This design comes from an exercise in tuning for small area, a short achievable clock period and few clock cycles on the open sky130 flow, not from production work. At most, simulation tests tie the RTL to the original design; equivalence was not proved. For runs 1 and 4, only the layout was checked, not whether the RTL still works. No activity file was given, so power comes from the tool's default toggle rates.

<file path="design.v">
`default_nettype none
package lri_pkg;
    localparam int COLOR_W   = 32;
    localparam int CHAN_W    = 8;
    localparam int NUM_COLOR = 4;
endpackage
`default_nettype wire
`default_nettype none
module lri_divider #(
    parameter int DEN_W = 6
) (
    input  wire logic [DEN_W-1:0] r_in,
    input  wire logic [1:0]       bits,
    input  wire logic [DEN_W-1:0] den,
    input  wire logic [DEN_W+1:0] den3,
    output logic      [1:0]       q,
    output logic      [DEN_W-1:0] r_out
);
    logic [DEN_W+1:0] t;
    logic [DEN_W+2:0] d1, d2, d3;
    always_comb begin
        t  = {r_in, bits};
        d1 = {1'b0, t} - {3'b0, den};
        d2 = {1'b0, t} - {2'b0, den, 1'b0};
        d3 = {1'b0, t} - {1'b0, den3};
        if (!d3[DEN_W+2]) begin
            q     = 2'd3;
            r_out = d3[DEN_W-1:0];
        end else if (!d2[DEN_W+2]) begin
            q     = 2'd2;
            r_out = d2[DEN_W-1:0];
        end else if (!d1[DEN_W+2]) begin
            q     = 2'd1;
            r_out = d1[DEN_W-1:0];
        end else begin
            q     = 2'd0;
            r_out = t[DEN_W-1:0];
        end
    end
endmodule
`default_nettype wire
`default_nettype none
module lri_chan #(
    parameter int W = 16,
    parameter int C = 6
) (
    input  wire logic         aclk,
    input  wire logic [W-1:0] a_val,      
    input  wire logic [W-1:0] b_val,      
    input  wire logic         ld_diff,    
    input  wire logic         geo,        
    input  wire logic         geo_step,   
    input  wire logic         swap_c,     
    input  wire logic [2:0]   den_sm,     
    input  wire logic         int_en,     
    input  wire logic         z_en,       
    input  wire logic         z_bits,     
    input  wire logic [C-1:0] den,        
    input  wire logic [C-1:0] denm1,      
    input  wire logic [C+1:0] den3,       
    input  wire logic         den32,      
    input  wire logic         swap,       
    input  wire logic         n_load,     
    input  wire logic         stash,      
    input  wire logic         d_load,     
    input  wire logic         z_load,     
    input  wire logic         step,       
    output logic      [W-1:0] v           
);
    logic [W-1:0] q_reg;                  
    logic [C-1:0] r_reg;                  
    logic         dneg_reg;               
    logic         neg_reg;                
    logic [W-1:0] v_reg;
    logic [W-1:0] inc_reg;                
    logic [C-1:0] ra_reg;                 
    logic [C:0] rb_reg;            
    logic [C:0] fr_reg;            
    logic         wneg_reg;
    logic         zz_reg;
    logic         frz_reg;                
    logic [W:0]   diff;
    logic [1:0]   q0, qs;
    logic [C-1:0] r0, rs;
    logic [1:0]   sbits;
    logic [C-1:0] ra_n;
    logic [C:0] rb_n, fr_n, fr_nx;
    logic         z_n, carry;
    logic [W:0]   vsum;
    logic [W-1:0] fsel;
    assign diff  = {1'b0, b_val} - {1'b0, a_val};
    assign sbits = z_bits ? {dneg_reg, dneg_reg} : q_reg[W-1 -: 2];
    assign fsel  = swap ? b_val : a_val;
    always_comb begin
        q0 = '0;
        r0 = C'(q_reg[W-1 -: 2]);
        if (den_sm[0]) begin
            q0 = q_reg[W-1 -: 2];
            r0 = '0;
        end else if (den_sm[1]) begin
            q0 = {1'b0, q_reg[W-1]};
            r0 = C'(q_reg[W-2]);
        end else if (den_sm[2] && (q_reg[W-1 -: 2] == 2'd3)) begin
            q0 = 2'd1;
            r0 = '0;
        end
    end
    lri_divider #(.DEN_W(C)) u_step (
        .r_in (r_reg), .bits (sbits), .den (den), .den3 (den3),
        .q    (qs),    .r_out (rs)
    );
    always_comb begin
        ra_n  = r_reg + C'(dneg_reg);
        rb_n  = ({1'b0, ra_n}) - ({1'b0, den});
        fr_n  = neg_reg ? (({1'b0, ra_n}) - 7'd1) : rb_n;
        z_n   = !den32 && (r_reg != (swap ? denm1 : '0));
        carry = !fr_reg[C] && !(zz_reg && frz_reg);
        fr_nx = fr_reg + (carry ? rb_reg : ({1'b0, ra_reg}));
        vsum  = {v_reg, 1'b1} + {inc_reg, carry ^ wneg_reg};
    end
    always_ff @(posedge aclk) begin
        if (ld_diff) begin
            dneg_reg <= diff[W];
            q_reg    <= diff[W-1:0] ^ {W{diff[W]}};
        end else if (geo) begin
            neg_reg <= dneg_reg ^ swap_c;
            if (geo_step)
                q_reg <= {q_reg[W-3:0], q0 ^ {2{dneg_reg ^ swap_c}}};
        end else if (int_en) begin
            q_reg <= {q_reg[W-3:0], qs ^ {2{neg_reg}}};
        end
        if (geo)
            r_reg <= geo_step ? r0 : '0;
        else if (int_en || z_en)
            r_reg <= rs;
    end
    always_ff @(posedge aclk) begin
        if (n_load || stash) begin
            ra_reg   <= ra_n;
            rb_reg   <= rb_n;
            fr_reg   <= fr_n;
            frz_reg  <= fr_n == '0;
            wneg_reg <= neg_reg;
        end else if (step) begin
            fr_reg  <= fr_nx;
            frz_reg <= fr_nx == '0;
        end
        if (n_load || stash)
            zz_reg <= 1'b0;
        else if (z_load)
            zz_reg <= z_n && !wneg_reg;
        if (n_load || d_load)
            inc_reg <= q_reg;
        else if (stash)
            inc_reg <= fsel;
        if (n_load)
            v_reg <= fsel;
        else if (d_load)
            v_reg <= inc_reg;
        else if (step)
            v_reg <= vsum[W:1];
    end
    assign v = v_reg;
endmodule
module line_rasterizer_interpolated
#(
    parameter int COORD_BITS = 6,
    parameter int DEPTH_BITS = 16,
    parameter int FRAC_BITS  = 16
) (
    input  wire logic                 aclk,
    input  wire logic                 aresetn,
    input  wire logic                 s_tvalid,
    output logic                      s_tready,
    input  wire logic [((2*(2*COORD_BITS+DEPTH_BITS+32)+7)/8)*8-1:0] s_tdata,
    output logic                      m_tvalid,
    input  wire logic                 m_tready,
    output logic [((2*COORD_BITS+DEPTH_BITS+32+7)/8)*8-1:0] m_tdata,
    output logic                      m_tlast
);
    localparam int C      = COORD_BITS;
    localparam int CW     = lri_pkg::CHAN_W;
    localparam int NC     = lri_pkg::NUM_COLOR;
    localparam int PT_W   = 2*C + DEPTH_BITS + lri_pkg::COLOR_W;
    localparam int OUT_W  = ((2*C + DEPTH_BITS + NC*CW + 7) / 8) * 8;
    localparam int E_W    = C + 2;
    localparam int N_INT  = DEPTH_BITS/2 - 1;
    localparam int C_INT0 = N_INT - CW/2;      
    logic [C-1:0] xa, ya, xb, yb;
    logic [C:0]   dxp, dxn, dyp, dyn;      
    assign xa = s_tdata[C-1:0];
    assign ya = s_tdata[2*C-1:C];
    assign xb = s_tdata[PT_W+C-1:PT_W];
    assign yb = s_tdata[PT_W+2*C-1:PT_W+C];
    assign dxp = {1'b0, xb} - {1'b0, xa};
    assign dxn = {1'b0, xa} - {1'b0, xb};
    assign dyp = {1'b0, yb} - {1'b0, ya};
    assign dyn = {1'b0, ya} - {1'b0, yb};
    logic st_idle, st_geo, st_int, st_rdy, st_z2, st_hold;
    logic [2:0] cnt_reg;
    logic       cint_reg;              
    logic [C-1:0] adx_reg, ady_reg;
    logic         xgt_reg, ygt_reg;
    logic [C-1:0] span_reg, spanm1_reg, nmin_reg;
    logic [C+1:0] span3_reg;
    logic         span32_reg, xmaj_reg, swap_reg, up_reg;
    logic         xmaj_c, swap_c, up_c;
    logic [C-1:0] span_c, nmin_c;
    logic [C+1:0] span3_c;
    logic [2:0]   span_sm;
    always_comb begin
        xmaj_c  = ady_reg < adx_reg;
        swap_c  = xmaj_c ? xgt_reg : ygt_reg;
        span_c  = xmaj_c ? adx_reg : ady_reg;
        nmin_c  = xmaj_c ? ady_reg : adx_reg;
        for (int k = 0; k < 3; k++)
            span_sm[k] = xmaj_c ? (adx_reg == C'(k+1)) : (ady_reg == C'(k+1));
        span3_c = xmaj_c ? ({2'b00, adx_reg} + {1'b0, adx_reg, 1'b0})
                         : ({2'b00, ady_reg} + {1'b0, ady_reg, 1'b0});
        up_c    = xmaj_c ? (swap_c ? ygt_reg : !ygt_reg)
                         : (swap_c ? xgt_reg : !xgt_reg);
    end
    logic vld_reg, last_reg, pend_reg;
    logic accept, take, n_load, stash, d_load, step, pend_clear;
    logic ld_diff, geo, int_d, int_c, z_en;
    logic zbits_reg, zload_reg;
    logic int_last;
    logic sready_reg, rdy_n, pend_n, vld_n, last_n;
    assign s_tready   = sready_reg;
    assign accept     = s_tvalid && s_tready;
    assign take       = vld_reg && m_tready;
    assign pend_clear = pend_reg && m_tready;
    assign n_load     = accept && (!vld_reg || m_tready);
    assign stash      = accept && vld_reg && !m_tready;
    assign d_load     = pend_clear;
    assign step       = take && !last_reg;
    assign ld_diff = st_idle || (st_z2 && (!pend_reg || pend_clear));
    assign geo     = st_geo;
    assign int_d   = st_int;
    assign int_c   = cint_reg;
    assign z_en    = (st_rdy && accept) || st_z2;
    always_ff @(posedge aclk) begin
        if (!aresetn) begin
            zbits_reg <= 1'b0;
            zload_reg <= 1'b0;
        end else begin
            zbits_reg <= (st_int && (cnt_reg == 3'(N_INT-1))) || st_rdy;
            zload_reg <= st_z2;
        end
    end
    logic z2_go;
    assign z2_go    = !pend_reg || pend_clear;
    assign int_last = cnt_reg == 3'(N_INT-1);
    always_ff @(posedge aclk) begin
        if (!aresetn) begin
            st_idle  <= 1'b1;
            st_geo   <= 1'b0;
            st_int   <= 1'b0;
            st_rdy   <= 1'b0;
            st_z2    <= 1'b0;
            st_hold  <= 1'b0;
            cnt_reg  <= '0;
            cint_reg <= 1'b0;
        end else begin
            st_idle  <= (st_idle && !s_tvalid) || (st_z2 && z2_go && !s_tvalid) ||
                        (st_hold && pend_clear);
            st_geo   <= (st_idle && s_tvalid) || (st_z2 && z2_go && s_tvalid);
            st_int   <= st_geo || (st_int && !int_last);
            st_rdy   <= rdy_n;
            st_z2    <= st_rdy && accept;
            st_hold  <= (st_z2 && !z2_go) || (st_hold && !pend_clear);
            cnt_reg  <= st_int ? cnt_reg + 1'b1 : '0;
            cint_reg <= st_int && !int_last && (cnt_reg >= 3'(C_INT0-1));
        end
    end
    always_ff @(posedge aclk) begin
        if (ld_diff) begin
            xgt_reg <= dxp[C];
            ygt_reg <= dyp[C];
            adx_reg <= dxp[C] ? dxn[C-1:0] : dxp[C-1:0];
            ady_reg <= dyp[C] ? dyn[C-1:0] : dyp[C-1:0];
        end
        if (geo) begin
            span_reg   <= span_c;
            spanm1_reg <= span_c - 1'b1;
            span3_reg  <= span3_c;
            span32_reg <= span_c == C'(32);
            nmin_reg   <= nmin_c;
            xmaj_reg   <= xmaj_c;
            swap_reg   <= swap_c;
            up_reg     <= up_c;
        end
    end
    logic [DEPTH_BITS-1:0] zv;
    logic [CW-1:0]         cv [NC];
    lri_chan #(.W(DEPTH_BITS), .C(C)) u_depth (
        .aclk     (aclk),
        .a_val    (s_tdata[2*C+DEPTH_BITS-1:2*C]),
        .b_val    (s_tdata[PT_W+2*C+DEPTH_BITS-1:PT_W+2*C]),
        .ld_diff  (ld_diff),  .geo (geo), .geo_step (1'b1),
        .swap_c   (swap_c),   .den_sm (span_sm),
        .int_en   (int_d),    .z_en (z_en),  .z_bits (zbits_reg),
        .den      (span_reg), .den3 (span3_reg), .den32 (span32_reg), .denm1 (spanm1_reg),
        .swap     (swap_reg),
        .n_load   (n_load),   .stash (stash), .d_load (d_load),
        .z_load   (zload_reg), .step (step),
        .v        (zv)
    );
    for (genvar k = 0; k < NC; k++) begin : g_col
        lri_chan #(.W(CW), .C(C)) u_col (
            .aclk     (aclk),
            .a_val    (s_tdata[PT_W-1-CW*k -: CW]),
            .b_val    (s_tdata[2*PT_W-1-CW*k -: CW]),
            .ld_diff  (ld_diff),  .geo (geo), .geo_step (1'b0),
            .swap_c   (swap_c),   .den_sm (span_sm),
            .int_en   (int_c),    .z_en (z_en),  .z_bits (zbits_reg),
            .den      (span_reg), .den3 (span3_reg), .den32 (span32_reg), .denm1 (spanm1_reg),
            .swap     (swap_reg),
            .n_load   (n_load),   .stash (stash), .d_load (d_load),
            .z_load   (zload_reg), .step (step),
            .v        (cv[k])
        );
    end
    logic             wxmaj_reg, wup_reg;
    logic [C-1:0]     x_reg, y_reg, left_reg;
    logic [E_W-1:0] e_reg;
    logic [C-1:0]     inca_reg;               
    logic [C:0] incb_reg;              
    logic [E_W-1:0] e_add;
    logic             mstep;
    logic [C-1:0]     xs0, ys0;
    assign rdy_n  = (st_int && int_last) || (st_rdy && !accept);
    assign pend_n = stash || (pend_reg && !pend_clear);
    assign vld_n  = accept || (vld_reg && !(take && last_reg && !pend_reg));
    assign last_n = (n_load || d_load) ? (span_reg == '0)
                  : (step ? (left_reg == C'(1)) : last_reg);
    always_ff @(posedge aclk) begin
        if (!aresetn)
            sready_reg <= 1'b0;
        else
            sready_reg <= rdy_n && !pend_n && (!vld_n || last_n);
    end
    always_comb begin
        xs0   = swap_reg ? xb : xa;
        ys0   = swap_reg ? yb : ya;
        e_add = e_reg + ({1'b0, inca_reg, 1'b0});
        mstep = !e_add[E_W-1];
    end
    always_ff @(posedge aclk) begin
        if (!aresetn) begin
            vld_reg  <= 1'b0;
            pend_reg <= 1'b0;
        end else begin
            if (accept)
                vld_reg <= 1'b1;
            else if (take && last_reg && !pend_reg)
                vld_reg <= 1'b0;
            if (stash)
                pend_reg <= 1'b1;
            else if (pend_clear)
                pend_reg <= 1'b0;
        end
    end
    always_ff @(posedge aclk) begin
        if (n_load || d_load) begin
            wxmaj_reg <= xmaj_reg;
            wup_reg   <= up_reg;
            left_reg  <= span_reg;
            last_reg  <= span_reg == '0;
            e_reg     <= E_W'(0) - E_W'(span_reg);
            inca_reg  <= nmin_reg;
            incb_reg  <= ({1'b0, nmin_reg}) - ({1'b0, span_reg});
        end else if (stash) begin
            left_reg  <= xs0;
            e_reg     <= E_W'(ys0);
        end else if (step) begin
            left_reg  <= left_reg - 1'b1;
            last_reg  <= left_reg == C'(1);
            e_reg     <= mstep ? (e_reg + ({incb_reg, 1'b0})) : e_add;
        end
        if (n_load) begin
            x_reg <= xs0;
            y_reg <= ys0;
        end else if (d_load) begin
            x_reg <= left_reg;
            y_reg <= e_reg[C-1:0];
        end else if (step) begin
            if (wxmaj_reg) begin
                x_reg <= x_reg + 1'b1;
                if (mstep)
                    y_reg <= wup_reg ? (y_reg + 1'b1) : (y_reg - 1'b1);
            end else begin
                y_reg <= y_reg + 1'b1;
                if (mstep)
                    x_reg <= wup_reg ? (x_reg + 1'b1) : (x_reg - 1'b1);
            end
        end
    end
    assign m_tvalid = vld_reg;
    assign m_tlast  = last_reg;
    assign m_tdata  = OUT_W'({cv[3], cv[2], cv[1], cv[0], zv, y_reg, x_reg});
endmodule
`default_nettype wire
</file>
<file path="flow/run.sh">
#!/bin/bash
# Standard layout, with the port buffers made from plain buffers
# (sky130_fd_sc_hd__buf_2) instead of the delay buffers buffer_ports picks.
set -euo pipefail
export BUFFER_PORTS_ARGS="-buffer_cell sky130_fd_sc_hd__buf_2"
bash standard.sh > standard.log 2>&1
</file>
<file path="standard.sh">
#!/bin/bash
# synth_recipe.tcl (not shown) runs the flow's synth.tcl, then flattens the netlist and writes it again
# the make line also repeats each setting of config.mk as NAME=value (left out here)
make -C /OpenROAD-flow-scripts/flow DESIGN_CONFIG=/design/flow/config.mk WORK_HOME=/design/flow/orfs CLKGATE_MAP_FILE= SYNTH_SCRIPT=/design/flow/synth_recipe.tcl "${@:-finish}"
</file>
<file path="config.mk">
export PLATFORM = sky130hd
export DESIGN_NAME = line_rasterizer_interpolated
export DESIGN_NICKNAME = line_rasterizer_interpolated
export VERILOG_FILES = /design/flow/design.v
export SDC_FILE = /design/flow/constraint.sdc
export NUM_CORES = 4
export LEC_CHECK = 0
export CAP_MARGIN = 0
export CORE_MARGIN = 2
export CORE_UTILIZATION = 40
export CTS_CLUSTER_DIAMETER = 80
export CTS_CLUSTER_SIZE = 24
export SETUP_SLACK_MARGIN = 4.1
export SLEW_MARGIN = 0
</file>
<file path="constraint.sdc">
create_clock -name core_clock -period 7.5 [get_ports {aclk}]
set_input_delay 1.5000 -clock core_clock [delete_from_list [all_inputs] [get_ports {aclk}]]
set_output_delay 1.5000 -clock core_clock [all_outputs]
set_load 0.01 [all_outputs]
</file>
==> flow_summary.yaml, run 1 <==
status:
  run_status: "finished clean"
sta:
  final_hold_violation_count: 0
  max_slew_headroom_pct: 35.3
  final.min_clock_period_ns: 3.40
  post_route_fraction_of_the_period_consumed_by_the_critical_path_pct: 45.3
  maxClockFrequency_mhz: 294
  rsz0062_at_grt: "true"
  worst_clock_skew_ns: 0.0291
  setup_violations: 0
  worst_pin_slew_ns: 0.970
  fin_ws_ns: 4.10
  slew_violations: 0
  final.setup.tns_ns: 0
critical_path:
  maximum_cell_stage_delay_along_the_critical_path_ns: 0.35
  path_class: "primary input to register"
  crit_arrival_ns: 3.77
  worstPathRequired_ns: 7.88
  critical_path.cell_chain: "buf_12 -> inv_12 -> ha_4 -> fa_2 -> nor2b_4 -> o31ai_4 -> a21oi_2 -> a211o_1 -> o31a_1 -> and2_4 -> mux2i_2 -> nor3b_2 -> o32a_1"
  critPathBufInv: 2
  path_depth: 13
  worst_setup_path_start_kind: "primary input"
  rr_startpoint: "adx_reg[1]"
  regToRegEndpoint: "u_depth.q_reg[0]"
  cp-end-kind: "register"
  worstPathMaxFanout: 6
  cpMaxStageDelayCell: "o32a_1"
  ff2ff_setup_slack_ns: 4.18
  reg2regPathDepth: 15
  timing.critical_path.max_delay_family: "compound AO/OA/AOI/OAI gates"
route:
  routed-via-count: 25200
  detail_route.wl_per_cell_um: 19.1
  drt-vias-per-instance: 5.47
  routed_wl_um: 87700
  detailedRoute.firstIterationViolations: 1683
  drtAntennaViolNets: 0
  post-route-drc-count: 0
  drt_first_pass_iters: 5
global_routing:
  grt_usage_pct: 20.6
  grt_pass1_vias: 23600
  grt_start_max_net_pins: 78
  grt_first_pass_wirelength_um: 134000
  grt_antenna_before_repair: 2
  residual_overflow_from_global_routing: 0
die:
  placeableCoreArea_um2: 79300
  die_width_um: 288
  ioPinCount: 191
  std_cell_rows: 103
  initial_core_util_pct: 40.6
  die-height_um: 288
  die_area_um2: 82700
clock_network:
  clock_latency_on_the_worst_skew_pair_ns: 0.63
  numCtsBuffers: 28
  clock_tree_from_tritoncts: "done"
  clkTransAtPathRegs_ns: 0.10
  clkSinkCount: 399
  clockRootBuffer: "clkbuf_16"
  clock_path_buffers: 3
  cts_htree_levels: 1
hold_path:
  worstHoldPathType: "register to register"
  worstHoldEndpoint: "wxmaj_reg"
  timing.hold.worst.start: "xmaj_reg"
  min_delay_path_depth: 0
synthesis:
  synth.lib_cells_used.distinct: 83
  netlist_area_um2: 32200
  postSynthRegisterBits: 399
  synth.avg_cell_area_um2: 9.55
  synth_edf_count: 355
  synth-async-reset-ratio_pct: 0
  most_frequently_used_flop_master_after_synthesis: "edfxtp_1"
  yosys_warnings: 5
  synth-seq-area-share_pct: 35.9
  synthCells: 3366
power:
  overall_power_uw: 6730
  p_leak_uw: 0.0153
  worst_ir_drop_vdd_v: 0.000169
  power_per_cell_area_nw_per_um2: 185
cells_and_area:
  final_net_count: 4031
  layout_commonest_cell: "edfxtp_1"
  final_layout_size_suffix_gt1_share_pct: 14.4
  layout.filler_cells: 7624
  mostFrequentLayoutCells: "355 x edfxtp_1, 321 x ha_1, 314 x a21oi_1"
  postLayoutCellArea_um2: 36300
  syn2layout_area_growth_pct: 13.0
placed_design:
  placedInstanceArea_um2: 34600
  dpl.hpwl_um: 64200
  io_buffer_count: 186
  pre_cts_slack_ns: 2.87
  globalplace.congestion: 0.859
job:
  timing.max_cap.violations: 0
[cells in the mapped netlist (44+ instances only)]
master / number / area [µm²]
clkbuf_1: 103 / 387
mux2_2: 54 / 608
o21ai_0: 143 / 716
a21o_1: 89 / 668
o21ai_1: 56 / 280
inv_1: 224 / 841
xor2_1: 111 / 972
a21oi_1: 321 / 1610
ha_1: 333 / 4170
a211oi_1: 45 / 338
dfxtp_1: 44 / 881
xnor2_1: 217 / 1900
edfxtp_1: 355 / 10700
nor3_1: 69 / 345
mux2i_1: 129 / 1290
nand3_1: 82 / 410
nor2b_1: 57 / 357
nor2_1: 276 / 1040
nand2_1: 214 / 803
fa_1: 44 / 881
[where the power goes]
part / total [µW] / internal (µW) / switching (µW)
Sequential: 2790 / 2620 / 167
Combinational: 2180 / 963 / 1220
Clock: 1760 / 815 / 944
Total: 6730 / 4400 / 2330
[cells by family after synthesis]
group / Yosys count / share of synthesized area, %
compound gates: 874 / 16.9
simple gates: 837 / 12.2
flops: 399 / 35.9
fa+ha+maj: 377 / 15.7
buf+inv: 363 / 4.34
xor+xnor: 329 / 8.98
mux: 186 / 6.02
other cells: 1 / 0.0117
[per-layer routing]
metal	part of all wire, %	wire length (µm)	vias up	GRT usage [%]
li1	-	-	12400	-
met1	46	40400	12000	29.4
met2	46	40100	603	33.0
met3	5.2	4520	116	2.22
met4	3.0	2650	2	5.91
met5	0.014	12	-	0
[worst max path at each step]
| stage | startpoint | to | slack (ns) |
|---|---|---|---|
| final | s_tdata[72] | u_depth.q_reg[15] | 4.10 |
| after global routing | adx_reg[1] | u_depth.q_reg[0] | 3.96 |
| after CTS | span_reg[0] | u_depth.q_reg[0] | 3.97 |
| after detailed placement | s_tdata[72] | u_depth.q_reg[0] | 2.87 |
| after global placement | s_tdata[72] | u_depth.q_reg[0] | 2.94 |
| after floorplan | s_tdata[72] | u_depth.q_reg[2] | 3.74 |
[final cells by class]
type	count	area, µm²	area share, %
Antenna cell	1	2.50	0.00689
Clock buffer	30	708	1.95
Clock inverter	21	312	0.858
Inverter	230	945	2.60
Multi-Input combinational cell	2608	19900	54.8
Sequential cell	399	11500	31.8
Tap cell	1050	1310	3.62
Timing Repair Buffer	262	1600	4.39
Timing Repair inverter	1	7.51	0.0207
[per-stage QoR]
step	instances	util [%]	hold slack, ns
after floorplan	3369	-	0.400
after global placement	4500	43.6	0.410
after detailed placement	4500	43.6	0.412
after CTS	4565	45.2	0.433
after global routing	4601	45.8	0.450
final	4602	45.8	0.437
[repair_timing]
item	4_1_cts	5_1_grt
buffers inserted	12	36
hold buffers	0	0
resized for setup	24	55
pin swaps	1	22
cloned	2	0
endpoints found under the setup margin	151	82
hold endpoints to repair	0	0
==> run 2: changes to the inputs <==
--- a/design.v
+++ b/design.v
@@ -82,25 +82,26 @@
     logic [W:0]   diff;
     logic [1:0]   q0, qs;
     logic [C-1:0] r0, rs;
-    logic [1:0]   sbits;
+    logic [1:0]   sbits, nbits;
     logic [C-1:0] ra_n;
     logic [C:0] rb_n, fr_n, fr_nx;
     logic         z_n, carry;
     logic [W:0]   vsum;
     logic [W-1:0] fsel;
     assign diff  = {1'b0, b_val} - {1'b0, a_val};
-    assign sbits = z_bits ? {dneg_reg, dneg_reg} : q_reg[W-1 -: 2];
+    assign nbits = q_reg[W-1 -: 2] ^ {2{dneg_reg}};
+    assign sbits = z_bits ? {dneg_reg, dneg_reg} : nbits;
     assign fsel  = swap ? b_val : a_val;
     always_comb begin
         q0 = '0;
-        r0 = C'(q_reg[W-1 -: 2]);
+        r0 = C'(nbits);
         if (den_sm[0]) begin
-            q0 = q_reg[W-1 -: 2];
+            q0 = nbits;
             r0 = '0;
         end else if (den_sm[1]) begin
-            q0 = {1'b0, q_reg[W-1]};
-            r0 = C'(q_reg[W-2]);
-        end else if (den_sm[2] && (q_reg[W-1 -: 2] == 2'd3)) begin
+            q0 = {1'b0, nbits[1]};
+            r0 = C'(nbits[0]);
+        end else if (den_sm[2] && (nbits == 2'd3)) begin
             q0 = 2'd1;
             r0 = '0;
         end
@@ -121,7 +122,7 @@
     always_ff @(posedge aclk) begin
         if (ld_diff) begin
             dneg_reg <= diff[W];
-            q_reg    <= diff[W-1:0] ^ {W{diff[W]}};
+            q_reg    <= diff[W-1:0];
         end else if (geo) begin
             neg_reg <= dneg_reg ^ swap_c;
             if (geo_step)
--- a/config.mk
+++ b/config.mk
@@ -5,10 +5,11 @@
 export SDC_FILE = /design/flow/constraint.sdc
 export NUM_CORES = 4
 export LEC_CHECK = 0
-export CAP_MARGIN = 0
+export CAP_MARGIN = 5
 export CORE_MARGIN = 2
 export CORE_UTILIZATION = 40
 export CTS_CLUSTER_DIAMETER = 80
 export CTS_CLUSTER_SIZE = 24
+export PLACE_DENSITY = 0.75
 export SETUP_SLACK_MARGIN = 4.1
-export SLEW_MARGIN = 0
+export SLEW_MARGIN = 5
==> flow_summary.yaml, run 2 <==
status:
  run_status: "finished clean"
global_routing:
  grt_pass1_vias: 25000
  residual_overflow_from_global_routing: 0
  grt_start_max_net_pins: 96
  grt_first_pass_wirelength_um: 136000
  grt_antenna_before_repair: 0
  grt_usage_pct: 20.5
synthesis:
  synthMostInstantiatedCell: "edfxtp_1"
  synth.top_cells.by_area: "edfxtp_1 33%, ha_1 13%, xnor2_1 4.4%, a21oi_1 4.3%, mux2i_1 3.8%"
  synth.avg_cell_area_um2: 9.42
  netlist_area_um2: 32300
  postSynthRegisterBits: 399
  yosys-top-cells-count: "355 x edfxtp_1, 334 x ha_1, 277 x a21oi_1"
  synth-seq-area-share_pct: 35.8
  synth_top_cell_area_share_pct: 33.0
  synth-async-reset-ratio_pct: 0
  yosysTopAreaCell: "edfxtp_1"
  synth.lib_cells_used.distinct: 82
  yosys_warnings: 5
  synth_edf_count: 355
  most_frequently_used_flop_master_after_synthesis: "edfxtp_1"
  synthCells: 3426
route:
  routed_wl_um: 88900
  post-route-drc-count: 0
  drtAntennaViolNets: 0
  detail_route.wl_per_cell_um: 19.0
  drt-vias-per-instance: 5.75
  drt_first_pass_iters: 6
  detailedRoute.firstIterationViolations: 2410
  routed-via-count: 26900
sta:
  setup_violations: 0
  post_route_fraction_of_the_period_consumed_by_the_critical_path_pct: 46.0
  maxClockFrequency_mhz: 290
  max_slew_headroom_pct: 26.1
  final_hold_violation_count: 0
  fin_hold_ws_ns: 0.451
  worst_pin_slew_ns: 1.10
  final.min_clock_period_ns: 3.45
  fin_ws_ns: 4.05
  worst_clock_skew_ns: 0.0309
  slew_violations: 0
  final.setup.tns_ns: 0
  rsz0062_at_grt: "true"
critical_path:
  cpMaxStageDelayCell: "edfxtp_1"
  ff2ff_setup_slack_ns: 4.05
  reg2regPathDepth: 17
  regToRegEndpoint: "u_depth.q_reg[1]"
  maximum_cell_stage_delay_along_the_critical_path_ns: 0.43
  rr_startpoint: "adx_reg[2]"
  critPathBufInv: 4
  worstPathRequired_ns: 7.89
  path_depth: 17
  launch_point_of_the_critical_path: "adx_reg[2]"
  path_class: "register to register"
  crit_arrival_ns: 3.83
  timing.critical_path.max_delay_family: "compound AO/OA/AOI/OAI gates"
  worstPathMaxFanout: 13
  critical_path.cell_chain: "inv_1 -> ha_1 -> o21a_1 -> o211ai_1 -> buf_4 -> o21ai_4 -> inv_8 -> nor2_1 -> a21oi_4 -> ha_4 -> inv_1 -> nor3_1 -> o2111ai_1 -> o311a_1 -> o31ai_1 -> nand3_1 -> a31o_1"
  cp-end-kind: "register"
  worst_setup_path_start_kind: "register"
  crit_path_end: "u_depth.q_reg[1]"
  critical-path-top-cell-by-count: "inv_1"
placed_design:
  dpl.hpwl_um: 65200
  pre_cts_slack_ns: 2.73
  io_buffer_count: 186
  globalplace.congestion: 0.919
  placed_cells_incl_taps: 4567
clock_network:
  clock_tree_from_tritoncts: "done"
  numCtsBuffers: 29
  clock_latency_on_the_worst_skew_pair_ns: 0.62
  clkSinkCount: 399
  clockRootBuffer: "clkbuf_16"
  cts_htree_levels: 1
  clkTransAtPathRegs_ns: 0.10
  clock_path_buffers: 3
hold_path:
  worstHoldPathType: "register to register"
cells_and_area:
  final_net_count: 4097
  mostFrequentLayoutCells: "355 x edfxtp_1, 329 x ha_1, 265 x a21oi_1"
  layout_commonest_cell: "edfxtp_1"
  final_layout_size_suffix_gt1_share_pct: 12.7
  syn2layout_area_growth_pct: 12.1
  n_antenna_cell: 0
  finalNonFillerCells: 4678
die:
  ioPinCount: 191
  die_width_um: 288
  placeableCoreArea_um2: 80200
  die_area_um2: 83000
  initial_core_util_pct: 40.3
  std_cell_rows: 104
  die-height_um: 288
power:
  p_leak_uw: 0.0153
  worst_ir_drop_vdd_v: 0.000214
  power_per_cell_area_nw_per_um2: 192
job:
  timing.max_cap.violations: 0
run 2: cell types whose count changed after synthesis, sizes merged, moves of 12 or more:
cell	previous run	this run
a21oi	334	278
xnor2	218	163
nand2	214	254
nor2	276	248
o31ai	10	37
a21o	89	64
a211oi	45	65
nand3	82	99
inv	230	245
o211ai	20	34
mux2	56	43
o311ai	0	13
a211o	15	3
xor2	111	99
run 2: cell families after synthesis:
| logic type | Yosys count | synth area share, % |
|---|---|---|
| other | 1 | 0.0116 |
| buffers and inverters | 380 | 4.49 |
| xor gates and xnor gates | 262 | 7.11 |
| adders and majority gates | 378 | 15.7 |
| muxes | 166 | 5.35 |
| DFF | 399 | 35.8 |
| and+or+nand+nor | 917 | 13.4 |
| AOI/OAI and AO/OA | 923 | 18.2 |
run 2: stage by stage:
stage / util [%] / total power [µW] / instance area, µm²
finish: 45.2 / 6930 / 36200
global route: 45.2 / 7270 / 36200
CTS: 44.5 / 6770 / 35700
detailed placement: 42.8 / 4910 / 34300
global placement: 42.8 / 4860 / 34300
floorplan: - / 4350 / 32400
run 2: timing repair:
action                     4_1_cts  5_1_grt
gates resized for setup         34       50
setup endpoints to repair      210       97
buffers inserted                15       39
gates cloned                     2        1
pin swaps                        7       16
hold buffers                     0        0
run 2: worst reg2reg max path, stage by stage (launching register included):
cell and delay (ns):
edfxtp_1 0.43, inv_1 0.14, ha_1 0.27, o21a_1 0.22, o211ai_1 0.18, buf_4 0.16, o21ai_4 0.09, inv_8 0.14
nor2_1 0.08, a21oi_4 0.18, ha_4 0.18, inv_1 0.05, nor3_1 0.18, o2111ai_1 0.16, o311a_1 0.17, o31ai_1 0.24
nand3_1 0.11, a31o_1 0.24
run 2: final cells by class:
type	instances	area (µm²)
inverter	250	983
timing repair inverter	1	6.26
tap	1060	1330
sequential	399	11500
multi-input combinational	2652	19700
fill	7492	44000
clock inverter	23	342
clock buffer	31	733
timing repair buffer	262	1530
run 2: worst min path at each step:
stage	endpoint	from	cells after the start	slack [ns]
final	wup_reg	up_reg	0	0.45
after global routing	wup_reg	up_reg	0	0.45
after CTS	wup_reg	up_reg	0	0.44
after detailed placement	wup_reg	up_reg	0	0.44
after global placement	cnt_reg[0]	cnt_reg[0]	1	0.43
after floorplan	wup_reg	up_reg	0	0.40
run 2: layer usage:
| layer | GRT usage, % | share of wire, % |
|---|---|---|
| met1 | 27.9 | 42 |
| met2 | 33.8 | 47 |
| met3 | 2.28 | 7.1 |
| met4 | 6.87 | 3.6 |
| met5 | 0 | 0 |
run 2: power breakdown:
part / leakage, µW / internal (µW) / switching [µW]
Sequential: 0.00364 / 2610 / 156
Clock: 0.000514 / 848 / 966
Combinational: 0.0111 / 1010 / 1340
Total: 0.0153 / 4460 / 2470
Testbench counts of run 2, summed over its fixed seeds: cycles 38,956.
==> run 3: changes to the inputs <==
--- a/config.mk
+++ b/config.mk
@@ -10,6 +10,5 @@
 export CORE_UTILIZATION = 40
 export CTS_CLUSTER_DIAMETER = 80
 export CTS_CLUSTER_SIZE = 24
-export PLACE_DENSITY = 0.75
 export SETUP_SLACK_MARGIN = 4.1
 export SLEW_MARGIN = 5
==> flow_summary.yaml, run 3 <==
cells_and_area:
  syn2layout_area_growth_pct: 12.1
  layout_commonest_cell: "edfxtp_1"
  final_net_count: 4086
  final_layout_size_suffix_gt1_share_pct: 12.5
  mostFrequentLayoutCells: "355 x edfxtp_1, 327 x ha_1, 265 x a21oi_1"
route:
  routed_wl_um: 90600
  detail_route.wl_per_cell_um: 19.4
  detailedRoute.firstIterationViolations: 1834
  routed-via-count: 25900
  drt-vias-per-instance: 5.55
  post-route-drc-count: 0
  drt_first_pass_iters: 5
  drtAntennaViolNets: 0
critical_path:
  crit_arrival_ns: 3.78
  worstPathRequired_ns: 7.90
  worstPathMaxFanout: 13
  cp-end-kind: "register"
  path_class: "register to register"
  worst_setup_path_start_kind: "register"
power:
  worst_ir_drop_vdd_v: 0.000170
  share_seq_of_total_power_pct: 40.1
  p_switching_uw: 2470
  comb_power_share_pct: 33.3
  power_report.internal_total_uw: 4450
  clkPwrFrac_pct: 26.6
  overall_power_uw: 6920
  p_leak_uw: 0.0152
  switching_share_pct: 35.7
  power_per_cell_area_nw_per_um2: 191
die:
  die_area_um2: 83000
  placeableCoreArea_um2: 80200
  initial_core_util_pct: 40.3
  die-height_um: 288
  die_width_um: 288
  std_cell_rows: 104
  ioPinCount: 191
sta:
  setup_violations: 0
  max_slew_headroom_pct: 25.0
  rsz0062_at_grt: "true"
  final_hold_violation_count: 0
  worst_pin_slew_ns: 1.12
  final.setup.tns_ns: 0
  worst_clock_skew_ns: 0.0245
  final.min_clock_period_ns: 3.38
  post_route_fraction_of_the_period_consumed_by_the_critical_path_pct: 45.1
  slew_violations: 0
  maxClockFrequency_mhz: 296
synthesis:
  yosys-top-cells-count: "355 x edfxtp_1, 334 x ha_1, 277 x a21oi_1"
  synth_top_cell_area_share_pct: 33.0
  synthCells: 3426
  yosys_warnings: 5
  synth_edf_count: 355
  synthMostInstantiatedCell: "edfxtp_1"
  most_frequently_used_flop_master_after_synthesis: "edfxtp_1"
  netlist_area_um2: 32300
  synth.avg_cell_area_um2: 9.42
  synth-seq-area-share_pct: 35.8
  synth-async-reset-ratio_pct: 0
  yosysTopAreaCell: "edfxtp_1"
  postSynthRegisterBits: 399
  synth.lib_cells_used.distinct: 82
  synth.top_cells.by_area: "edfxtp_1 33%, ha_1 13%, xnor2_1 4.4%, a21oi_1 4.3%, mux2i_1 3.8%"
clock_network:
  clock_path_buffers: 3
  cts_htree_levels: 1
  clockRootBuffer: "clkbuf_16"
  clkTransAtPathRegs_ns: 0.10
  post_cts_hold_buffer_count: 0
  numCtsBuffers: 31
  clkSinkCount: 399
  clock_tree_from_tritoncts: "done"
  clock_latency_on_the_worst_skew_pair_ns: 0.63
placed_design:
  dpl.hpwl_um: 66700
  io_buffer_count: 186
  globalplace.congestion: 0.908
hold_path:
  worstHoldPathType: "register to register"
global_routing:
  grt_antenna_before_repair: 5
  grt_start_max_net_pins: 82
  residual_overflow_from_global_routing: 0
  grt_usage_pct: 21.2
  grt_pass1_vias: 24300
  grt_first_pass_wirelength_um: 138000
job:
  timing.max_cap.violations: 0
status:
  run_status: "finished clean"
run 3: changes by cell type in the layout (fill, tap and decap cells not counted), moves of 3 or more:
cell and change:
inv_6 -3, diode_2 +3, buf_4 -13, dfxtp_2 +3, a211oi_1 -3, ha_2 +3
clkbuf_16 +3, clkinv_8 +6
run 3: power by group through the flow:
stage	combinational [µW]	clock, µW	sequential [µW]
3_5_place_dp	2090	0	2830
6_report	2310	1840	2770
5_1_grt	2570	1950	2790
2_1_floorplan	1630	0	2720
4_1_cts	2180	1880	2770
3_3_place_gp	2070	0	2830
run 3: worst paths after layout:
kind | startpoint | endpoint | slack [ns] | cells after the start
max | adx_reg[1] | u_depth.q_reg[1] | 4.12 | 15
min | up_reg | wup_reg | 0.44 | 0
max reg2reg | adx_reg[1] | u_depth.q_reg[1] | 4.12 | 15
min reg2reg | up_reg | wup_reg | 0.44 | 0
run 3: cell type report:
class / count / area, µm²
tap: 1060 / 1330
inverter: 250 / 987
antenna: 3 / 7.51
clock inverter: 23 / 305
timing repair buffer: 249 / 1440
sequential: 399 / 11500
timing repair inverter: 1 / 8.76
clock buffer: 35 / 812
multi-input combinational: 2652 / 19800
fill: 7842 / 44000
run 3: logic make-up after synthesis:
family	Yosys count	share of synthesized area, %
AO/OA/AOI/OAI	923	18.2
XOR/XNOR	262	7.11
adder cells (fa/ha/maj)	378	15.7
buffers and inverters	380	4.49
flip-flops	399	35.8
multiplexers	166	5.35
other	1	0.0116
AND/OR/NAND/NOR	917	13.4
run 3: routing by layer:
| metal | up-vias | global-route usage, % | wire [µm] |
|---|---|---|---|
| met2 | 621 | 34.0 | 41600 |
| met5 | - | 0 | 10 |
| met3 | 124 | 2.29 | 4500 |
| li1 | 12800 | - | - |
| met1 | 12400 | 30.2 | 41800 |
| met4 | 2 | 5.89 | 2700 |
run 3: repair_timing:
item,in CTS,in global routing
buffers inserted,13,25
cloned,2,1
pin swaps,5,5
endpoints found under the setup margin,170,63
gates resized for setup,32,56
run 3: stage by stage:
step | util, % | instances | hold slack, ns | setup slack, ns | area [µm²]
4_1_cts | 44.6 | 4643 | 0.441 | 3.96 | 35700
6_report | 45.1 | 4672 | 0.438 | 4.12 | 36200
3_3_place_gp | 42.9 | 4570 | 0.421 | 2.95 | 34300
2_1_floorplan | - | 3429 | 0.400 | 3.96 | 32400
3_5_place_dp | 42.9 | 4570 | 0.431 | 2.95 | 34300
5_1_grt | 45.1 | 4671 | 0.451 | 3.90 | 36200
run 3: critical path: stages (launching register included):
cell       delay (ns)
edfxtp_1         0.44
inv_1            0.19
ha_4             0.24
a2111oi_4        0.47
o21ai_4          0.16
clkinv_8         0.12
nor2_1           0.07
a21oi_4          0.19
ha_4             0.20
inv_1            0.06
nor3_1           0.17
o2111ai_1        0.15
o311a_1          0.17
o31ai_1          0.20
nand3_1          0.11
a31o_1           0.24
==> run 4: changes to the inputs <==
--- a/design.v
+++ b/design.v
@@ -113,7 +113,7 @@
     always_comb begin
         ra_n  = r_reg + C'(dneg_reg);
         rb_n  = ({1'b0, ra_n}) - ({1'b0, den});
-        fr_n  = neg_reg ? (({1'b0, ra_n}) - 7'd1) : rb_n;
+        fr_n  = neg_reg ? {1'b0, ra_n} : rb_n;
         z_n   = !den32 && (r_reg != (swap ? denm1 : '0));
         carry = !fr_reg[C] && !(zz_reg && frz_reg);
         fr_nx = fr_reg + (carry ? rb_reg : ({1'b0, ra_reg}));
@@ -147,9 +147,9 @@
             frz_reg <= fr_nx == '0;
         end
         if (n_load || stash)
-            zz_reg <= 1'b0;
+            zz_reg <= neg_reg;
         else if (z_load)
-            zz_reg <= z_n && !wneg_reg;
+            zz_reg <= z_n || wneg_reg;
         if (n_load || d_load)
             inc_reg <= q_reg;
         else if (stash)
==> flow_summary.yaml, run 4 <==
status:
  run_status: "finished clean"
global_routing:
  grt_start_max_net_pins: 77
  grt_first_pass_wirelength_um: 136000
  grt_usage_pct: 20.8
  grt_pass1_vias: 24100
  residual_overflow_from_global_routing: 0
  grt_antenna_before_repair: 3
route:
  routed_wl_um: 88700
  detail_route.wl_per_cell_um: 19.3
  routed-via-count: 25400
  drt-vias-per-instance: 5.53
  detailedRoute.firstIterationViolations: 1637
  drtAntennaViolNets: 0
  drt_first_pass_iters: 5
  post-route-drc-count: 0
clock_network:
  numCtsBuffers: 31
  clock_tree_from_tritoncts: "done"
  post_cts_hold_buffer_count: 0
  clock_latency_on_the_worst_skew_pair_ns: 0.63
  clkTransAtPathRegs_ns: 0.10
  clock_path_buffers: 3
  cts_htree_levels: 1
  clockRootBuffer: "clkbuf_16"
  clkSinkCount: 399
sta:
  rsz0062_at_grt: "true"
  maxClockFrequency_mhz: 294
  slew_violations: 0
  worst_clock_skew_ns: 0.0353
  final.setup.tns_ns: 0
  final_hold_violation_count: 0
  worst_pin_slew_ns: 1.12
  final.min_clock_period_ns: 3.40
  max_slew_headroom_pct: 24.8
  setup_violations: 0
  fin_ws_ns: 4.10
  fin_hold_ws_ns: 0.428
  post_route_fraction_of_the_period_consumed_by_the_critical_path_pct: 45.3
die:
  placeableCoreArea_um2: 79100
  initial_core_util_pct: 40.5
  ioPinCount: 191
  die_width_um: 287
  die-height_um: 287
  std_cell_rows: 103
  die_area_um2: 82300
critical_path:
  critical_path.cell_chain: "nor2b_4 -> xnor2_2 -> ha_2 -> inv_2 -> fa_2 -> a211oi_2 -> o21bai_1 -> a2111oi_4 -> a21oi_2 -> or3_1 -> a211oi_2 -> a211oi_2"
  cp-end-kind: "register"
  cpMaxStageDelayCell: "edfxtp_1"
  worstPathMaxFanout: 2
  worst_setup_path_start_kind: "register"
  worstPathRequired_ns: 7.85
  rr_startpoint: "u_depth.q_reg[14]"
  timing.critical_path.max_delay_family: "compound AO/OA/AOI/OAI gates"
  critPathBufInv: 1
  launch_point_of_the_critical_path: "u_depth.q_reg[14]"
  path_class: "register to register"
  critical-path-top-cell-by-count: "a211oi_2"
  maximum_cell_stage_delay_along_the_critical_path_ns: 0.50
  crit_arrival_ns: 3.75
synthesis:
  yosysTopAreaCell: "edfxtp_1"
  synthCells: 3328
  synth.lib_cells_used.distinct: 82
  synth-seq-area-share_pct: 36.2
  synth-async-reset-ratio_pct: 0
  synthMostInstantiatedCell: "edfxtp_1"
  synth.avg_cell_area_um2: 9.62
  most_frequently_used_flop_master_after_synthesis: "edfxtp_1"
  synth.top_cells.by_area: "edfxtp_1 34%, ha_1 13%, xnor2_1 3.8%, a21oi_1 3.8%, mux2i_1 3.1%"
  postSynthRegisterBits: 399
  yosys-top-cells-count: "360 x edfxtp_1, 329 x ha_1, 261 x inv_1"
  synth_edf_count: 360
  yosys_warnings: 5
  netlist_area_um2: 32000
  synth_top_cell_area_share_pct: 33.8
cells_and_area:
  final_net_count: 4019
  mostFrequentLayoutCells: "360 x edfxtp_1, 322 x ha_1, 257 x inv_1"
  finalNonFillerCells: 4596
  seq_area_um2: 11600
  syn2layout_area_growth_pct: 12.8
  multi_input_area_um2: 19400
  layout.filler_cells: 7634
  layout_commonest_cell: "edfxtp_1"
  postLayoutCellArea_um2: 36100
  final_layout_size_suffix_gt1_share_pct: 14.6
power:
  p_leak_uw: 0.0150
  worst_ir_drop_vdd_v: 0.000177
  power_per_cell_area_nw_per_um2: 187
placed_design:
  placed_cells_incl_taps: 4471
  dpl.hpwl_um: 64600
  io_buffer_count: 186
  pre_cts_slack_ns: 2.90
  placedInstanceArea_um2: 34100
  globalplace.congestion: 0.892
hold_path:
  worstHoldPathType: "register to register"
  timing.hold.worst.start: "up_reg"
job:
  timing.max_cap.violations: 0
-- run 4: changes by cell type after synthesis, moves of 20 or more --
| cell | before | now |
|---|---|---|
| a21oi_1 | 277 | 242 |
| a22oi_1 | 29 | 9 |
| mux2_2 | 43 | 68 |
| mux2i_1 | 122 | 100 |
| nand2_1 | 254 | 216 |
| nand3_1 | 99 | 58 |
| xnor2_1 | 163 | 139 |
-- run 4: repair_timing --
item,in CTS,in global routing
buffers inserted,29,37
gates cloned,1,1
pin swaps,15,22
resized for setup,38,50
endpoints found under the setup margin,121,85
-- run 4: through the flow --
stage          total power, µW  util [%]
2_1_floorplan             4290         -
3_3_place_gp              4810      43.1
3_5_place_dp              4830      43.1
4_1_cts                   6710      45.0
5_1_grt                   7140      45.6
6_report                  6760      45.6
-- run 4: area by class of cell --
cell class              count  area share (%)
inverters                 262            2.76
clock buffers              31            2.15
clock inverters            25           0.845
flip-flops and latches    399            32.1
repair buffers            283            4.78
well taps                1050            3.64
multi-input cells        2545            53.7
diodes                      1         0.00693
-- run 4: logic make-up (layout without fill, tap and decap cells) --
family | count (synthesis) | in the layout | share of synthesized area, %
multiplexers | 169 | 169 | 5.59
adder cells (fa/ha/maj) | 373 | 373 | 15.6
buffers and inverters | 388 | 601 | 4.63
AND/OR/NAND/NOR | 860 | 861 | 13.3
other | 1 | 5 | 0.0117
XOR/XNOR | 234 | 234 | 6.40
AO/OA/AOI/OAI | 904 | 904 | 18.3
flip-flops | 399 | 399 | 36.2
-- run 4: power breakdown --
group / leakage, µW / switching (µW) / total [µW] / internal, µW
Clock: 0.000516 / 992 / 1820 / 826
Sequential: 0.00365 / 160 / 2780 / 2620
Combinational: 0.0108 / 1210 / 2160 / 955
Total: 0.0150 / 2360 / 6760 / 4400
-- run 4: worst reg2reg max path, stage by stage (launching register included) --
cell and delay (ns):
edfxtp_1 0.50, nor2b_4 0.19, xnor2_2 0.20, ha_2 0.23, inv_2 0.06, fa_2 0.35
a211oi_2 0.23, o21bai_1 0.13, a2111oi_4 0.40, a21oi_2 0.09, or3_1 0.37, a211oi_2 0.34
a211oi_2 0.06
-- run 4: routing by layer --
metal,vias to the layer above,track usage (%),routed length (µm)
met1,12200,29.3,41400
li1,12600,-,-
met2,541,33.8,40500
met3,119,2.29,4290
met5,-,0,29
met4,4,5.78,2520
-- run 4: worst paths after layout --
| path | slack [ns] | cells past startpoint | end |
|---|---|---|---|
| worst max-delay path | 4.10 | 12 | u_depth.q_reg[0] |
| worst min-delay path | 0.43 | 0 | wup_reg |
| worst max register to register | 4.10 | 12 | u_depth.q_reg[0] |
| worst min register to register | 0.43 | 0 | wup_reg |
==> run 5: changes to the inputs <==
--- a/design.v
+++ b/design.v
@@ -113,7 +113,7 @@
     always_comb begin
         ra_n  = r_reg + C'(dneg_reg);
         rb_n  = ({1'b0, ra_n}) - ({1'b0, den});
-        fr_n  = neg_reg ? {1'b0, ra_n} : rb_n;
+        fr_n  = neg_reg ? (({1'b0, ra_n}) - 7'd1) : rb_n;
         z_n   = !den32 && (r_reg != (swap ? denm1 : '0));
         carry = !fr_reg[C] && !(zz_reg && frz_reg);
         fr_nx = fr_reg + (carry ? rb_reg : ({1'b0, ra_reg}));
@@ -147,9 +147,9 @@
             frz_reg <= fr_nx == '0;
         end
         if (n_load || stash)
-            zz_reg <= neg_reg;
+            zz_reg <= 1'b0;
         else if (z_load)
-            zz_reg <= z_n || wneg_reg;
+            zz_reg <= z_n && !wneg_reg;
         if (n_load || d_load)
             inc_reg <= q_reg;
         else if (stash)
==> flow/run.sh (replaced) <==
#!/bin/bash
# Standard layout, with two changes: the port buffers are made from plain
# buffers (sky130_fd_sc_hd__buf_2) instead of the delay buffers buffer_ports
# picks, and clock tree synthesis adds no dummy loads.
set -euo pipefail
export BUFFER_PORTS_ARGS="-buffer_cell sky130_fd_sc_hd__buf_2"
export CTS_ARGS="-sink_clustering_enable -repair_clock_nets -sink_clustering_size 24 -sink_clustering_max_diameter 80 -dont_use_dummy_load"
bash standard.sh > standard.log 2>&1
==> flow_summary.yaml, run 5 <==
status:
  run_status: "finished clean"
synthesis:
  synth-async-reset-ratio_pct: 0
  synth.lib_cells_used.distinct: 82
  synth.top_cells.by_area: "edfxtp_1 33%, ha_1 13%, xnor2_1 4.4%, a21oi_1 4.3%, mux2i_1 3.8%"
  netlist_area_um2: 32300
  yosys_warnings: 5
  yosysTopAreaCell: "edfxtp_1"
  postSynthRegisterBits: 399
  most_frequently_used_flop_master_after_synthesis: "edfxtp_1"
  synth-seq-area-share_pct: 35.8
  yosys-top-cells-count: "355 x edfxtp_1, 334 x ha_1, 277 x a21oi_1"
  synth_top_cell_area_share_pct: 33.0
  synth.avg_cell_area_um2: 9.42
  synth_edf_count: 355
  synthCells: 3426
  synthMostInstantiatedCell: "edfxtp_1"
placed_design:
  dpl.hpwl_um: 66700
  globalplace.congestion: 0.908
  io_buffer_count: 186
  placed_cells_incl_taps: 4570
power:
  switching_share_pct: 34.4
  power_report.internal_total_uw: 4320
  comb_power_share_pct: 34.9
  overall_power_uw: 6580
  worst_ir_drop_vdd_v: 0.000170
  share_seq_of_total_power_pct: 42.2
  power_per_cell_area_nw_per_um2: 184
  p_switching_uw: 2260
  clkPwrFrac_pct: 22.8
  p_leak_uw: 0.0151
sta:
  rsz0062_at_grt: "true"
  maxClockFrequency_mhz: 295
  max_slew_headroom_pct: 26.1
  setup_violations: 0
  slew_violations: 0
  worst_pin_slew_ns: 1.10
  final_hold_violation_count: 0
  final.setup.tns_ns: 0
  post_route_fraction_of_the_period_consumed_by_the_critical_path_pct: 45.2
  final.min_clock_period_ns: 3.39
  worst_clock_skew_ns: 0.0607
cells_and_area:
  mostFrequentLayoutCells: "355 x edfxtp_1, 327 x ha_1, 266 x a21oi_1"
  final_layout_size_suffix_gt1_share_pct: 12.1
  layout_commonest_cell: "edfxtp_1"
  final_net_count: 4088
  finish.utilization_pct: 44.7
  syn2layout_area_growth_pct: 11.1
  finalNonFillerCells: 4646
critical_path:
  critical_path.cell_chain: "inv_1 -> ha_1 -> o21a_1 -> o211ai_1 -> buf_4 -> o21ai_4 -> buf_6 -> nand2_1 -> nand2_1 -> ha_4 -> inv_1 -> nor3_1 -> o2111ai_1 -> o311a_1 -> o31ai_1 -> nand3_1 -> a31o_1"
  path_class: "register to register"
  crit_arrival_ns: 3.77
  critPathBufInv: 4
  worst_setup_path_start_kind: "register"
  cp-end-kind: "register"
  timing.critical_path.max_delay_family: "compound AO/OA/AOI/OAI gates"
  cpMaxStageDelayCell: "edfxtp_1"
  worstPathRequired_ns: 7.88
  maximum_cell_stage_delay_along_the_critical_path_ns: 0.41
  worstPathMaxFanout: 10
job:
  timing.max_cap.violations: 0
clock_network:
  clock_latency_on_the_worst_skew_pair_ns: 0.62
  numCtsBuffers: 31
  clkTransAtPathRegs_ns: 0.10
  clock_path_buffers: 3
  clkSinkCount: 399
  clockRootBuffer: "clkbuf_16"
  clock_tree_from_tritoncts: "done"
  cts_htree_levels: 1
route:
  routed_wl_um: 90200
  drt_first_pass_iters: 5
  detail_route.wl_per_cell_um: 19.4
  detailedRoute.firstIterationViolations: 1867
  post-route-drc-count: 0
  routed-via-count: 25900
  drtAntennaViolNets: 0
  drt-vias-per-instance: 5.57
die:
  die-height_um: 288
  die_width_um: 288
  die_area_um2: 83000
  initial_core_util_pct: 40.3
  std_cell_rows: 104
  ioPinCount: 191
  placeableCoreArea_um2: 80200
global_routing:
  grt_antenna_before_repair: 4
  grt_first_pass_wirelength_um: 138000
  residual_overflow_from_global_routing: 0
  grt_start_max_net_pins: 82
  grt_usage_pct: 21.1
  grt_pass1_vias: 24200
hold_path:
  worstHoldPathType: "register to register"
## run 5: cell count changes in the layout (fill, tap and decap cells not counted), moves of 16 or more
| cell | previous run | this run |
|---|---|---|
| a21boi_0 | 32 | 16 |
| a21oi_1 | 226 | 266 |
| a22oi_1 | 9 | 29 |
| buf_4 | 84 | 60 |
| mux2_2 | 68 | 43 |
| mux2i_1 | 99 | 122 |
| nand2_1 | 209 | 249 |
| nand3_1 | 58 | 99 |
| nand3b_1 | 23 | 7 |
| nor3b_1 | 27 | 10 |
| xnor2_1 | 133 | 153 |
## run 5: cells by family (layout without fill, tap and decap cells)
logic type / after synthesis / after routing / synth area share [%]
AO/OA/AOI/OAI: 923 / 924 / 18.2
XOR/XNOR: 262 / 262 / 7.11
adder cells (fa/ha/maj): 378 / 378 / 15.7
buffers and inverters: 380 / 533 / 4.49
flip-flops: 399 / 399 / 35.8
multiplexers: 166 / 166 / 5.35
other: 1 / 6 / 0.0116
AND/OR/NAND/NOR: 917 / 918 / 13.4
## run 5: area by class of cell
class                      count  area [µm²]
antenna                        2        5.00
tap                         1060        1330
sequential                   399       11500
timing repair buffer         251        1450
clock buffer                  31         776
fill                        7871       44300
inverter                     250         987
multi-input combinational   2652       19800
timing repair inverter         1        8.76
## run 5: path summary, 6_finish.rpt
check | endpoint | start | slack [ns] | cells after the start
setup / recovery | u_depth.q_reg[1] | adx_reg[2] | 4.11 | 17
hold / removal | wup_reg | up_reg | 0.43 | 0
setup reg to reg | u_depth.q_reg[1] | adx_reg[2] | 4.11 | 17
hold reg to reg | wup_reg | up_reg | 0.43 | 0
## run 5: timing repair
action | in CTS | in global routing
pin swaps | 5 | 8
gates cloned | 2 | 1
buffers inserted | 11 | 29
setup endpoints to repair | 174 | 86
hold buffers | 0 | 0
resized for setup | 31 | 60
## run 5: power by group through the flow
stage          logic (µW)  registers [µW]  clock network [µW]
2_1_floorplan        1630            2720                   0
3_3_place_gp         2070            2830                   0
3_5_place_dp         2090            2830                   0
4_1_cts              2160            2780                1550
5_1_grt              2570            2790                1610
6_report             2300            2780                1500
## run 5: layer usage
layer | GRT usage [%] | routed length, µm
met1 | 30.0 | 41600
met2 | 33.7 | 41200
met3 | 2.37 | 4620
met4 | 6.31 | 2820
met5 | 0 | 10
## run 5: through the flow
step,setup WS (ns),instance area (µm²),hold WS [ns]
global placement,2.95,34300,0.421
floorplan,3.96,32400,0.400
CTS,3.93,35300,0.427
finish,4.11,35900,0.425
global route,3.88,35900,0.437
detailed placement,2.95,34300,0.431
Testbench counts of run 5, summed over its fixed seeds: cycles 38,956.
==> run 6: changes to the inputs <==
--- a/design.v
+++ b/design.v
@@ -53,6 +53,7 @@
     input  wire logic         swap_c,     
     input  wire logic [2:0]   den_sm,     
     input  wire logic         int_en,     
+    input  wire logic         int_first,  
     input  wire logic         z_en,       
     input  wire logic         z_bits,     
     input  wire logic [C-1:0] den,        
@@ -113,7 +114,7 @@
     always_comb begin
         ra_n  = r_reg + C'(dneg_reg);
         rb_n  = ({1'b0, ra_n}) - ({1'b0, den});
-        fr_n  = neg_reg ? (({1'b0, ra_n}) - 7'd1) : rb_n;
+        fr_n  = neg_reg ? {1'b0, ra_n} : rb_n;
         z_n   = !den32 && (r_reg != (swap ? denm1 : '0));
         carry = !fr_reg[C] && !(zz_reg && frz_reg);
         fr_nx = fr_reg + (carry ? rb_reg : ({1'b0, ra_reg}));
@@ -126,9 +127,10 @@
         end else if (geo) begin
             neg_reg <= dneg_reg ^ swap_c;
             if (geo_step)
-                q_reg <= {q_reg[W-3:0], q0 ^ {2{dneg_reg ^ swap_c}}};
+                q_reg <= {q_reg[W-3:0], q0};
         end else if (int_en) begin
-            q_reg <= {q_reg[W-3:0], qs ^ {2{neg_reg}}};
+            q_reg <= {q_reg[W-3:2], q_reg[1:0] ^ {2{neg_reg && int_first}},
+                      qs ^ {2{neg_reg}}};
         end
         if (geo)
             r_reg <= geo_step ? r0 : '0;
@@ -147,9 +149,9 @@
             frz_reg <= fr_nx == '0;
         end
         if (n_load || stash)
-            zz_reg <= 1'b0;
+            zz_reg <= neg_reg;
         else if (z_load)
-            zz_reg <= z_n && !wneg_reg;
+            zz_reg <= z_n || wneg_reg;
         if (n_load || d_load)
             inc_reg <= q_reg;
         else if (stash)
@@ -300,7 +302,7 @@
         .b_val    (s_tdata[PT_W+2*C+DEPTH_BITS-1:PT_W+2*C]),
         .ld_diff  (ld_diff),  .geo (geo), .geo_step (1'b1),
         .swap_c   (swap_c),   .den_sm (span_sm),
-        .int_en   (int_d),    .z_en (z_en),  .z_bits (zbits_reg),
+        .int_en   (int_d),    .int_first (st_int && (cnt_reg == '0)),    .z_en (z_en),  .z_bits (zbits_reg),
         .den      (span_reg), .den3 (span3_reg), .den32 (span32_reg), .denm1 (spanm1_reg),
         .swap     (swap_reg),
         .n_load   (n_load),   .stash (stash), .d_load (d_load),
@@ -314,7 +316,7 @@
             .b_val    (s_tdata[2*PT_W-1-CW*k -: CW]),
             .ld_diff  (ld_diff),  .geo (geo), .geo_step (1'b0),
             .swap_c   (swap_c),   .den_sm (span_sm),
-            .int_en   (int_c),    .z_en (z_en),  .z_bits (zbits_reg),
+            .int_en   (int_c),    .int_first (1'b0),    .z_en (z_en),  .z_bits (zbits_reg),
             .den      (span_reg), .den3 (span3_reg), .den32 (span32_reg), .denm1 (spanm1_reg),
             .swap     (swap_reg),
             .n_load   (n_load),   .stash (stash), .d_load (d_load),
==> flow_summary.yaml, run 6 <==
hold_path:
  worstHoldEndpoint: "inca_reg[4]"
  min_delay_path_depth: 0
  worstHoldPathType: "register to register"
  timing.hold.worst.start: "nmin_reg[4]"
power:
  p_leak_uw: 0.0146
  power_per_cell_area_nw_per_um2: 180
  worst_ir_drop_vdd_v: 0.000171
  overall_power_uw: 6370
sta:
  worst_clock_skew_ns: 0.0308
  fin_hold_ws_ns: 0.453
  slew_violations: 0
  final.min_clock_period_ns: 3.32
  rsz0062_at_grt: "true"
  post_route_fraction_of_the_period_consumed_by_the_critical_path_pct: 44.3
  setup_violations: 0
  final.setup.tns_ns: 0
  final_hold_violation_count: 0
  worst_pin_slew_ns: 1.13
  maxClockFrequency_mhz: 301
  max_slew_headroom_pct: 23.1
critical_path:
  rr_startpoint: "u_depth.q_reg[14]"
  path_class: "register to register"
  worstPathRequired_ns: 7.85
  regToRegEndpoint: "u_depth.q_reg[1]"
  cp-end-kind: "register"
  launch_point_of_the_critical_path: "u_depth.q_reg[14]"
  reg2regPathDepth: 11
  worstPathMaxFanout: 10
  crit_arrival_ns: 3.68
  ff2ff_setup_slack_ns: 4.18
  worst_setup_path_start_kind: "register"
cells_and_area:
  postLayoutCellArea_um2: 35400
  layout_commonest_cell: "edfxtp_1"
  final_layout_size_suffix_gt1_share_pct: 12.0
  finish.utilization_pct: 44.2
  mostFrequentLayoutCells: "360 x edfxtp_1, 328 x ha_1, 297 x nor2_1"
  final_net_count: 3999
  syn2layout_area_growth_pct: 9.94
status:
  run_status: "finished clean"
placed_design:
  io_buffer_count: 186
  dpl.hpwl_um: 65900
  globalplace.congestion: 0.890
  placedInstanceArea_um2: 34300
die:
  ioPinCount: 191
  die_area_um2: 82800
  initial_core_util_pct: 40.2
  placeableCoreArea_um2: 80200
  die_width_um: 288
  std_cell_rows: 104
  die-height_um: 288
global_routing:
  grt_antenna_before_repair: 6
  residual_overflow_from_global_routing: 0
  grt_pass1_vias: 24100
  grt_first_pass_wirelength_um: 137000
  grt_start_max_net_pins: 105
  grt_usage_pct: 21.0
synthesis:
  yosys_warnings: 5
  synthMostInstantiatedCell: "edfxtp_1"
  synth-async-reset-ratio_pct: 0
  netlist_area_um2: 32200
  synth_edf_count: 360
  synth.top_cells.by_area: "edfxtp_1 34%, ha_1 13%, a21oi_1 4.1%, xnor2_1 3.9%, nor2_1 3.5%"
  yosys-top-cells-count: "360 x edfxtp_1, 330 x ha_1, 300 x nor2_1"
  postSynthRegisterBits: 399
  synth-seq-area-share_pct: 36.0
  yosysTopAreaCell: "edfxtp_1"
  synth_top_cell_area_share_pct: 33.6
  synth.avg_cell_area_um2: 9.60
  synthCells: 3356
  most_frequently_used_flop_master_after_synthesis: "edfxtp_1"
  synth.lib_cells_used.distinct: 97
clock_network:
  clock_tree_from_tritoncts: "done"
  clkTransAtPathRegs_ns: 0.09
  clockRootBuffer: "clkbuf_16"
  clock_latency_on_the_worst_skew_pair_ns: 0.60
  clkSinkCount: 399
  clock_path_buffers: 3
  numCtsBuffers: 28
  cts_htree_levels: 1
route:
  drt-vias-per-instance: 5.54
  routed_wl_um: 89400
  detail_route.wl_per_cell_um: 19.6
  detailedRoute.firstIterationViolations: 2009
  drt_first_pass_iters: 5
  post-route-drc-count: 0
  routed-via-count: 25300
  drtAntennaViolNets: 0
job:
  timing.max_cap.violations: 0
==> run 6: worst max-delay path, cell delays in order (launching register included) <==
cell	delay [ns]
edfxtp_1	0.55
nor2b_1	0.21
xnor2_1	0.16
ha_2	0.22
fa_1	0.38
nor2b_1	0.18
o31ai_1	0.11
a21oi_1	0.45
nor2_4	0.15
a211oi_1	0.24
a31oi_1	0.12
a22oi_1	0.32
==> run 6: area by class of cell <==
type	instances	area, µm²
diodes	4	10.0
clock buffers	28	701
fillers	7802	44700
inverters	250	943
multi-input cells	2586	19500
flip-flops and latches	399	11600
well taps	1060	1330
repair buffers	236	1330
==> run 6: layer usage <==
metal  wire [µm]  global-route usage [%]
met5          13                       0
met4        2600                    5.76
met3        4380                    2.19
met2       41300                    34.4
met1       41100                    29.5
==> run 6: worst max-delay path by stage <==
stage,endpoint,depth (start not counted),slack [ns]
floorplan,adx_reg[5],8,4.12
global placement,g_col[3].u_col.v_reg[2],6,3.16
detailed placement,g_col[3].u_col.v_reg[1],6,3.17
CTS,u_depth.r_reg[0],11,3.92
global route,u_depth.r_reg[0],13,3.91
finish,u_depth.q_reg[1],11,4.18
==> run 6: cells by family (layout without fill, tap and decap cells) <==
family          count (synthesis)  in the layout  synth area share, %
fa+ha+maj                     376            376                 15.6
xor+xnor                      244            244                 6.63
simple gates                  911            912                 13.6
flops                         399            399                 36.0
buf+inv                       375            514                 4.60
other cells                     1              8               0.0116
compound gates                895            895                 18.6
mux                           155            155                 5.03
==> run 6: through the flow <==
step                      setup WS, ns  instances
after floorplan                   4.12       3359
after global placement            3.16       4504
after detailed placement          3.17       4504
after CTS                         3.92       4536
after global routing              3.91       4562
final                             4.18       4563
==> run 6: where the power goes <==
group          leakage, µW  internal, µW  switching (µW)  total (µW)
clock             0.000345           657             750        1410
sequential         0.00363          2620             167        2780
combinational       0.0106           911            1270        2180
total               0.0146          4180            2190        6370
==> run 6: repair_timing <==
item,4_1_cts,5_1_grt
resized for setup,14,31
buffers inserted,4,22
gates cloned,0,1
pin swaps,1,9
hold buffers,0,0
endpoints found under the setup margin,95,95
Testbench counts of run 6, summed over its fixed seeds: cycles 38,956.

what the ideal ports hide:
In the flow no input, the clock included, has a driving cell. The finished layouts below were timed again as built, in two steps. Step 1 (the two cells are an assumption about what drives the block):
set clk [get_ports {aclk}]
set_driving_cell -lib_cell sky130_fd_sc_hd__clkbuf_16 $clk
set_driving_cell -lib_cell sky130_fd_sc_hd__buf_2 [delete_from_list [all_inputs] $clk]
Step 2 moves the port delays by t, midway between the first and last clock arrival at a register: inputs arrive t later, outputs are due t later. That takes back most of the time a late clock gives input paths. Three values: ideal ports, drivers, drivers and shift; two values: the first two.
| run | shift t [ns] | setup WS [ns] | hold WS [ns] | slew at the worst register clock pin (ns) | worst slew at a driven data input, ns |
|---|---|---|---|---|---|
| run 1 | 0.675 | 4.104 / 4.113 / 3.438 | 0.437 / 0.437 / 0.437 | 0.10 / 0.10 | 0.11 |
| run 2 | 0.669 | 4.054 / 4.054 / 3.598 | 0.451 / 0.451 / 0.451 | 0.10 / 0.10 | 0.06 |
| run 3 | 0.679 | 4.120 / 4.120 / 3.583 | 0.438 / 0.438 / 0.438 | 0.10 / 0.10 | 0.09 |
| run 4 | 0.676 | 4.103 / 4.103 / 3.539 | 0.428 / 0.428 / 0.428 | 0.10 / 0.10 | 0.17 |
| run 5 | 0.656 | 4.106 / 4.106 / 3.575 | 0.425 / 0.425 / 0.425 | 0.10 / 0.10 | 0.09 |
| run 6 | 0.645 | 4.179 / 4.179 / 3.605 | 0.453 / 0.453 / 0.453 | 0.09 / 0.09 | 0.09 |
After both steps every run listed still meets setup and hold. The setup slack of run 1, which loses most, moves by +0.009 ns with the drivers and by -0.666 ns with both steps.
